Source: an optimization exercise on an open RTL-to-GDS flow (aim: small area and a short achievable clock period). Production flows keep margins and buffers that such runs may drop. The RTL was checked by simulation tests, not by an equivalence proof against the original design. Power is estimated from default activity; no workload was simulated.

run a:
==> flow/design.v <==
package bp_pkg;
  localparam int BP_MAX_XLEN = 64;
  localparam logic [1:0] SNT = 2'b00;
  localparam logic [1:0] WNT = 2'b01;
  localparam logic [1:0] WT  = 2'b10;
  localparam logic [1:0] ST  = 2'b11;
  typedef struct packed {
    logic                   valid;
    logic [BP_MAX_XLEN-1:0] tag;
    logic [1:0]             ctr;
    logic [BP_MAX_XLEN-1:0] target;
  } bp_entry_t;
  function automatic logic [1:0] sat_inc(input logic [1:0] c);
    sat_inc = (c == ST) ? ST : c + 2'd1;
  endfunction
  function automatic logic [1:0] sat_dec(input logic [1:0] c);
    sat_dec = (c == SNT) ? SNT : c - 2'd1;
  endfunction
endpackage
module bp_sat_counter #(
  parameter int W = 16
) (
  input  logic         clk,
  input  logic         reset,
  input  logic         inc,
  output logic [W-1:0] count
);
  always_ff @(posedge clk or posedge reset) begin
    if (reset) begin
      count <= '0;
    end else if (inc && (count != '1)) begin
      count <= count + W'(1);
    end
  end
endmodule
module branch_predictor
#(
  parameter int XLEN    = 32,
  parameter int ENTRIES = 32,
  parameter int CNT_W   = 16
) (
  input  logic             clk,
  input  logic             reset,
  input  logic             enable,
  input  logic [XLEN-1:0]  lookup_pc,
  output logic             pred_taken,
  output logic [XLEN-1:0]  pred_target,
  input  logic             upd_valid,
  input  logic [XLEN-1:0]  upd_pc,
  input  logic             upd_taken,
  input  logic [XLEN-1:0]  upd_target,
  input  logic             upd_pred_taken,
  input  logic [XLEN-1:0]  upd_pred_target,
  output logic             mispredict,
  output logic [XLEN-1:0]  redirect_pc,
  output logic [CNT_W-1:0] mispredict_count
);
  localparam int IDX_W = $clog2(ENTRIES);
  localparam int TAG_W = XLEN - IDX_W - 2;
  logic [ENTRIES-1:0]             v_q;
  logic [ENTRIES-1:0]             p_q;
  logic [ENTRIES-1:0]             c0_q;
  logic [ENTRIES-1:0][TAG_W-1:0]  tag_q;
  logic [ENTRIES-1:0][XLEN-1:0]   tgt_q;
  logic [IDX_W-1:0] lk_idx;
  logic [TAG_W-1:0] lk_tag;
  logic [XLEN-1:0]  lk_tgt;
  assign lk_idx  = lookup_pc[IDX_W+1:2];
  assign lk_tag  = lookup_pc[XLEN-1:IDX_W+2];
  localparam int NGRP = ENTRIES / 4;
  localparam int RD_W = 1 + TAG_W + XLEN;
  logic [3:0]                  lk_lo;
  logic [NGRP-1:0]             lk_hi;
  logic [NGRP-1:0][RD_W-1:0]   lk_grp;
  logic [NGRP-1:0]             lk_ghit;
  logic                        lk_hit;
  logic                        lk_gp;
  logic [TAG_W-1:0]            lk_gtag;
  logic [XLEN-1:0]             lk_gtgt;
  always_comb begin
    for (int k = 0; k < 4; k++)    lk_lo[k] = (lk_idx[IDX_W-1:IDX_W-2] == 2'(k));
    for (int g = 0; g < NGRP; g++) lk_hi[g] = (lk_idx[IDX_W-3:0] == (IDX_W-2)'(g));
    lk_tgt = '0;
    lk_hit = 1'b0;
    for (int g = 0; g < NGRP; g++) begin
      lk_grp[g] = '0;
      for (int k = 0; k < 4; k++)
        lk_grp[g] = lk_grp[g] | ({RD_W{lk_lo[k]}} & {p_q[NGRP*k+g], tag_q[NGRP*k+g], tgt_q[NGRP*k+g]});
      {lk_gp, lk_gtag, lk_gtgt} = lk_grp[g];
      lk_ghit[g] = lk_gp && (lk_gtag == lk_tag);
      lk_tgt = lk_tgt | ({XLEN{lk_hi[g]}} & lk_gtgt);
      lk_hit = lk_hit | (lk_hi[g] & lk_ghit[g]);
    end
  end
  assign pred_taken  = !reset && lk_hit;
  assign pred_target = pred_taken ? lk_tgt : lookup_pc + XLEN'(4);
  assign mispredict  = upd_valid && !reset &&
                       ((upd_taken != upd_pred_taken) ||
                        (upd_taken && (upd_target != upd_pred_target)));
  assign redirect_pc = upd_taken ? upd_target : upd_pc + XLEN'(4);
  logic [IDX_W-1:0] up_idx;
  logic [TAG_W-1:0] up_tag;
  logic             up_hit;
  logic [1:0]       up_ctr;
  logic [1:0]       new_ctr;
  logic             wr;
  assign up_idx  = upd_pc[IDX_W+1:2];
  assign up_tag  = upd_pc[XLEN-1:IDX_W+2];
  localparam int UP_W = 3 + TAG_W;
  logic [3:0]                  up_lo;
  logic [NGRP-1:0]             up_hi;
  logic [NGRP-1:0][UP_W-1:0]   up_grp;
  logic [UP_W-1:0]             up_rd;
  logic                        up_v;
  logic [TAG_W-1:0]            up_etag;
  always_comb begin
    for (int k = 0; k < 4; k++)    up_lo[k] = (up_idx[1:0] == 2'(k));
    for (int g = 0; g < NGRP; g++) up_hi[g] = (up_idx[IDX_W-1:2] == (IDX_W-2)'(g));
    up_rd = '0;
    for (int g = 0; g < NGRP; g++) begin
      up_grp[g] = '0;
      for (int k = 0; k < 4; k++)
        up_grp[g] = up_grp[g] | ({UP_W{up_lo[k]}} & {v_q[4*g+k], p_q[4*g+k], c0_q[4*g+k], tag_q[4*g+k]});
      up_rd = up_rd | ({UP_W{up_hi[g]}} & up_grp[g]);
    end
  end
  assign {up_v, up_ctr, up_etag} = up_rd;
  assign up_hit = up_v && (up_etag == up_tag);
  assign new_ctr = !up_hit  ? bp_pkg::WT :
                   upd_taken ? bp_pkg::sat_inc(up_ctr) : bp_pkg::sat_dec(up_ctr);
  assign wr      = upd_valid && enable && !reset;
  logic [ENTRIES-1:0] we_t;
  logic [ENTRIES-1:0] we_c;
  always_comb begin
    for (int i = 0; i < ENTRIES; i++) begin
      we_t[i] = wr && (up_idx == IDX_W'(i)) && upd_taken;
      we_c[i] = wr && (up_idx == IDX_W'(i)) && (upd_taken || up_hit);
    end
  end
  always_ff @(posedge clk or posedge reset) begin
    if (reset) begin
      v_q <= '0;
      p_q <= '0;
    end else begin
      for (int i = 0; i < ENTRIES; i++) begin
        if (we_t[i]) v_q[i] <= 1'b1;
        if (we_c[i]) p_q[i] <= new_ctr[1];
      end
    end
  end
  always_ff @(posedge clk) begin
    for (int i = 0; i < ENTRIES; i++) begin
      if (we_c[i]) c0_q[i] <= new_ctr[0];
      if (we_t[i]) begin
        tag_q[i] <= up_tag;
        tgt_q[i] <= upd_target;
      end
    end
  end
  bp_sat_counter #(
    .W(CNT_W)
  ) u_mispredict_cnt (
    .clk   (clk),
    .reset (reset),
    .inc   (mispredict && enable),
    .count (mispredict_count)
  );
endmodule
Settings: LEC_CHECK=0, CAP_MARGIN=20, CORE_MARGIN=2, CORE_UTILIZATION=40, CTS_BUF_LIST=sky130_fd_sc_hd__clkbuf_16, CTS_CLUSTER_DIAMETER=80, CTS_CLUSTER_SIZE=24, PLACE_DENSITY=0.75, SETUP_SLACK_MARGIN=3.5, SLEW_MARGIN=20; clock period 10.0 ns.
standard.sh (not shown) runs the stock make flow with config.mk's settings and CLKGATE_MAP_FILE= SYNTH_SCRIPT=/design/flow/synth_recipe.tcl, a recipe that flattens the netlist after the stock synthesis.
==> flow/flow/run.sh <==
#!/bin/bash
# Layout flow: the standard flow (standard.sh, all steps through finish),
# with the port buffers that global placement inserts made buf_2 cells
# instead of the flow's default choice. Every input and output port still
# gets its own buffer; everything else is the standard flow unchanged.
set -euo pipefail
export BUFFER_PORTS_ARGS="-buffer_cell sky130_fd_sc_hd__buf_2"
bash standard.sh finish > standard_flow.log 2>&1
### run a -> run b
diff --git a/flow/design.v b/flow/design.v
--- a/flow/design.v
+++ b/flow/design.v
@@ -79,6 +79,6 @@
   logic [XLEN-1:0]             lk_gtgt;
   always_comb begin
-    for (int k = 0; k < 4; k++)    lk_lo[k] = (lk_idx[IDX_W-1:IDX_W-2] == 2'(k));
-    for (int g = 0; g < NGRP; g++) lk_hi[g] = (lk_idx[IDX_W-3:0] == (IDX_W-2)'(g));
+    for (int k = 0; k < 4; k++)    lk_lo[k] = (lk_idx[1:0] == 2'(k));
+    for (int g = 0; g < NGRP; g++) lk_hi[g] = (lk_idx[IDX_W-1:2] == (IDX_W-2)'(g));
     lk_tgt = '0;
     lk_hit = 1'b0;
@@ -86,5 +86,5 @@
       lk_grp[g] = '0;
       for (int k = 0; k < 4; k++)
-        lk_grp[g] = lk_grp[g] | ({RD_W{lk_lo[k]}} & {p_q[NGRP*k+g], tag_q[NGRP*k+g], tgt_q[NGRP*k+g]});
+        lk_grp[g] = lk_grp[g] | ({RD_W{lk_lo[k]}} & {p_q[4*g+k], tag_q[4*g+k], tgt_q[4*g+k]});
       {lk_gp, lk_gtag, lk_gtgt} = lk_grp[g];
       lk_ghit[g] = lk_gp && (lk_gtag == lk_tag);
==> results.txt <==
Going from run a to run b, the depth of the most critical reg-to-reg path was found to have gone up by 1. Non-filler instance count after layout: lower on run a. Run b vs. run a: total power ~0 delta; maximum vdd drop has decreased; sequential share of layout area climbed 1.5 points; unique cell type count in the Yosys netlist decreased 4. Relative to run a, clock network area share has gone down in run b. Delta (run b minus run a): share of the core filled with cells about even; count of inserted antenna diode cells rose 20%; compound-gate portion of the synthesized area rose 10 points; final wirelength rose about 6%; total of clock buffers placed in the layout fell 7.1%. Cmp run b and run a / portion of the clock cycle consumed by the worst path in the final layout / higher: run b. Compared to run a, run b was floorplanned on a smaller die.

[separate check: timing with driven ports]
The results above use ideal ports. As a check the final layouts listed here were re-extracted and re-timed, cells and wires unchanged.
Step 1: set_driving_cell puts a clkbuf_16 on clk and a buf_2 on each other input, an assumption about the parent block.
Step 2 moves the port delays by t, midway between the first and last clock arrival at a register: inputs arrive t later, outputs are due t later. That takes back most of the time a late clock gives input paths.
Slacks: no drivers / after step 1 / after step 2; pairs: no drivers / after step 1.
run | t (ns) | slack for setup (ns) | worst data-port slew with drivers (ns)
run a | 0.844 | 2.648 / 2.221 / 2.221 | 0.46
run b | 0.842 | 2.353 / 2.286 / 2.286 | 0.23
After both steps setup and hold are still met in every run listed. The setup slack of run a, which loses most, moves by -0.427 ns with the drivers and by -0.427 ns with both steps.
